Source: an optimization exercise on an open RTL-to-GDS flow (aim: small area, a short achievable clock period and few clock cycles per item). Production flows keep margins and buffers that such runs may drop.
Only simulation tests tie the RTL to the original design; equivalence was not proved.
Power and IR drop assume default switching activity.

// conv1d_top
module conv1d_top (
  input  logic        clk,
  input  logic        rst_n,
  input  logic        psel_i,
  input  logic        penable_i,
  input  logic        pwrite_i,
  input  logic [7:0]  paddr_i,
  input  logic [31:0] pwdata_i,
  output logic [31:0] prdata_o,
  output logic        pready_o,
  output logic        pslverr_o,
  output logic        mem_req_o,
  output logic        mem_we_o,
  output logic [6:0]  mem_addr_o,
  output logic [31:0] mem_wdata_o,
  input  logic [31:0] mem_rdata_i,
  output logic        done_o
);
==> flow/config.mk <==
export PLATFORM = sky130hd
export DESIGN_NAME = conv1d_top
export DESIGN_NICKNAME = conv1d_top
export VERILOG_FILES = /design/flow/design.v
export SDC_FILE = /design/flow/constraint.sdc
export NUM_CORES = 4
export LEC_CHECK = 0
export CAP_MARGIN = 20
export CORE_MARGIN = 2
export CORE_UTILIZATION = 40
export SETUP_SLACK_MARGIN = 4.65
export SLEW_MARGIN = 20
export SYNTH_HIERARCHICAL = 1
export SYNTH_MINIMUM_KEEP_SIZE = 0
==> flow/constraint.sdc <==
create_clock -name core_clock -period 8.0 [get_ports {clk}]
set_input_delay 1.6000 -clock core_clock [delete_from_list [all_inputs] [get_ports {clk}]]
set_output_delay 1.6000 -clock core_clock [all_outputs]
set_load 0.01 [all_outputs]
standard.sh (not shown) runs the stock make flow with config.mk's settings and CLKGATE_MAP_FILE= SYNTH_SCRIPT=/design/flow/synth_recipe.tcl, a recipe that flattens the netlist after the stock synthesis.
==> flow/flow/run.sh <==
#!/bin/bash
# Standard layout, with the smallest plain buffer on the ports.
set -euo pipefail
export BUFFER_PORTS_ARGS="-buffer_cell sky130_fd_sc_hd__buf_1"
bash standard.sh > standard.log 2>&1
The baseline completed without violations.
Testbench counts at the start, summed over its fixed seeds: cycles 5,000, items 1,988.
==> next run, changes <==
CORE_UTILIZATION = 70   (was 40)
CTS_CLUSTER_DIAMETER = 150   (was unset)
CTS_CLUSTER_SIZE = 60   (was unset)
SETUP_SLACK_MARGIN = 4.85   (was 4.65)
After rerunning: Setup slack improved by 0.17 ns. Cell area decreases slightly. First-iteration DRC count increases by a quarter to a third.
==> next run, changes <==
CORE_UTILIZATION = 55   (was 70)
CTS_CLUSTER_DIAMETER = unset   (was 150)
CTS_CLUSTER_SIZE = unset   (was 60)
SETUP_SLACK_MARGIN = 4.9   (was 4.85)
Result: Final cell count grows by 5.7%. Total power rises by 0.45%. Hold slack got worse by 0.0059 ns.
==> next run, changes <==
CORE_UTILIZATION = 65   (was 55)
SETUP_SLACK_MARGIN = 4.85   (was 4.9)
The new run finished clean.
Via count grows by about 1%.
Final area shrinks by about 2.3%.
Fmax grows by 1.7%.
Setup slack gains 0.054 ns.
First-iteration DRC count grows by 14%.
Wire length shrinks by 4.2%.
Sequential share of layout area grows by 0.64 points.
Clock power barely changes.
Non-clock buffer count shrinks by 22.
Combinational power shrinks by about 1%.
Utilization grows by 9.0 points.
==> next run, changes <==
CORE_UTILIZATION = 40   (was 65)
SETUP_SLACK_MARGIN = 4.5   (was 4.85)
Critical path depth shrinks by 1.
Core utilization fell by 27 points.
Total power rises by about 2.8%.
Sequential share of layout area came out lower by 0.90 points.
Count of clock-buffer cells in the layout came out lower by 1.
Hold slack degrades by 0.0046 ns.
Combinational power stays flat.
Design area went up by 0.82%.
First-iteration DRC count rises by 7.4%.
Routed wire length increases by about 4.7%.
Fmax goes down by about 6%.

conv1d_top again, from the RTL that the note above started with.
export LEC_CHECK = 0
export CAP_MARGIN = 20
export CORE_MARGIN = 2
export CORE_UTILIZATION = 65
export SETUP_SLACK_MARGIN = 4.9
export SLEW_MARGIN = 20
export SYNTH_HIERARCHICAL = 1
export SYNTH_MINIMUM_KEEP_SIZE = 0
create_clock -name core_clock -period 8.0 [get_ports {clk}]
Scripts as last shown in full above: flow/flow/run.sh
Testbench counts at the start, summed over its fixed seeds: cycles 5,000, items 1,988.
==> next run, changes <==
- CORE_UTILIZATION: 65 -> 55
- SETUP_SLACK_MARGIN: 4.9 -> 4.8
After rerunning:
- count of clock-buffer cells in the layout climbs by 1
- die area came out higher by about a fifth
- sequential cell count does not change
- total power is lower slightly
- maximum frequency is lower slightly
==> next run, changes <==
- ABC_AREA: unset -> 1
- CORE_UTILIZATION: 55 -> 65
After rerunning: The new run finished with timing, DRC and antenna clean. Total power rose by 18%. Clock power shrinks by about 2%. Routed wire length went up by 11%. Sequential cell count stays the same. Final area increases by 2.3%. Global-route usage rises by 4.4 points. Sequential share of layout area fell by 0.83 points.
==> next run, changes <==
- ABC_AREA: 1 -> unset
- CORE_UTILIZATION: 65 -> 70
- CTS_CLUSTER_DIAMETER: unset -> 100
- CTS_CLUSTER_SIZE: unset -> 40
- SETUP_SLACK_MARGIN: 4.8 -> 4.85
After rerunning: Hold slack is better by 14 ps; via count goes down by 11%; power is lower by 15%; cell area came out lower by 2.9%; die area came out lower by 9.8%.
==> next run, changes <==
- CORE_UTILIZATION: 70 -> 65
- CTS_CLUSTER_DIAMETER: 100 -> unset
- CTS_CLUSTER_SIZE: 40 -> unset
- SETUP_SLACK_MARGIN: 4.85 -> 4.8
The new run passed the timing, DRC and antenna checks.
Wire length came out lower by 1.6%.
Global-route usage fell by 2.9 points.
Non-clock buffer count fell by 4.
Final cell count rises by 0.38%.

-- separate check: timing with driven ports --
The flow's constraints put no driver on any port. The routed layouts listed below were extracted and timed again, unchanged, in two steps. Step 1 sets driving cells, clkbuf_16 on the clock port and buf_2 on the other inputs (assumed; they add their load-dependent delay and slew). Step 2 adds t to the input delays and takes it off the output delays; t is the mean of the earliest and latest rising clock arrival at the registers after step 1. Input paths then give back, and output paths get back, about the clock's delay inside the block. Slacks: ideal / step 1 / step 2; pairs: ideal / step 1.
run	shift t [ns]	slack for setup (ns)	worst setup path at the end	slew at the worst register clock pin (ns)	worst data-port slew with drivers (ns)
the first run of note 1	0.487	4.717 / 4.717 / 4.717	register to register	0.08 / 0.08	0.06
the second run of note 1	0.482	4.892 / 4.845 / 4.906	register to register	0.08 / 0.08	0.04
the third run of note 1	0.478	4.828 / 4.828 / 4.828	register to register	0.08 / 0.08	0.04
the fourth run of note 1	0.475	4.882 / 4.879 / 4.882	register to register	0.07 / 0.08	0.05
the fifth run of note 1	0.488	4.670 / 4.670 / 4.670	register to register	0.10 / 0.10	0.05
the first run of note 2	0.468	4.896 / 4.896 / 4.896	register to register	0.08 / 0.08	0.05
the second run of note 2	0.473	4.866 / 4.858 / 4.866	register to register	0.08 / 0.08	0.05
the third run of note 2	0.473	4.777 / 4.777 / 4.777	register to register	0.08 / 0.08	0.04
the fourth run of note 2	0.482	4.892 / 4.845 / 4.906	register to register	0.08 / 0.08	0.04
the fifth run of note 2	0.481	4.847 / 4.837 / 4.847	register to register	0.08 / 0.08	0.05
After both steps every run listed still meets setup and hold.
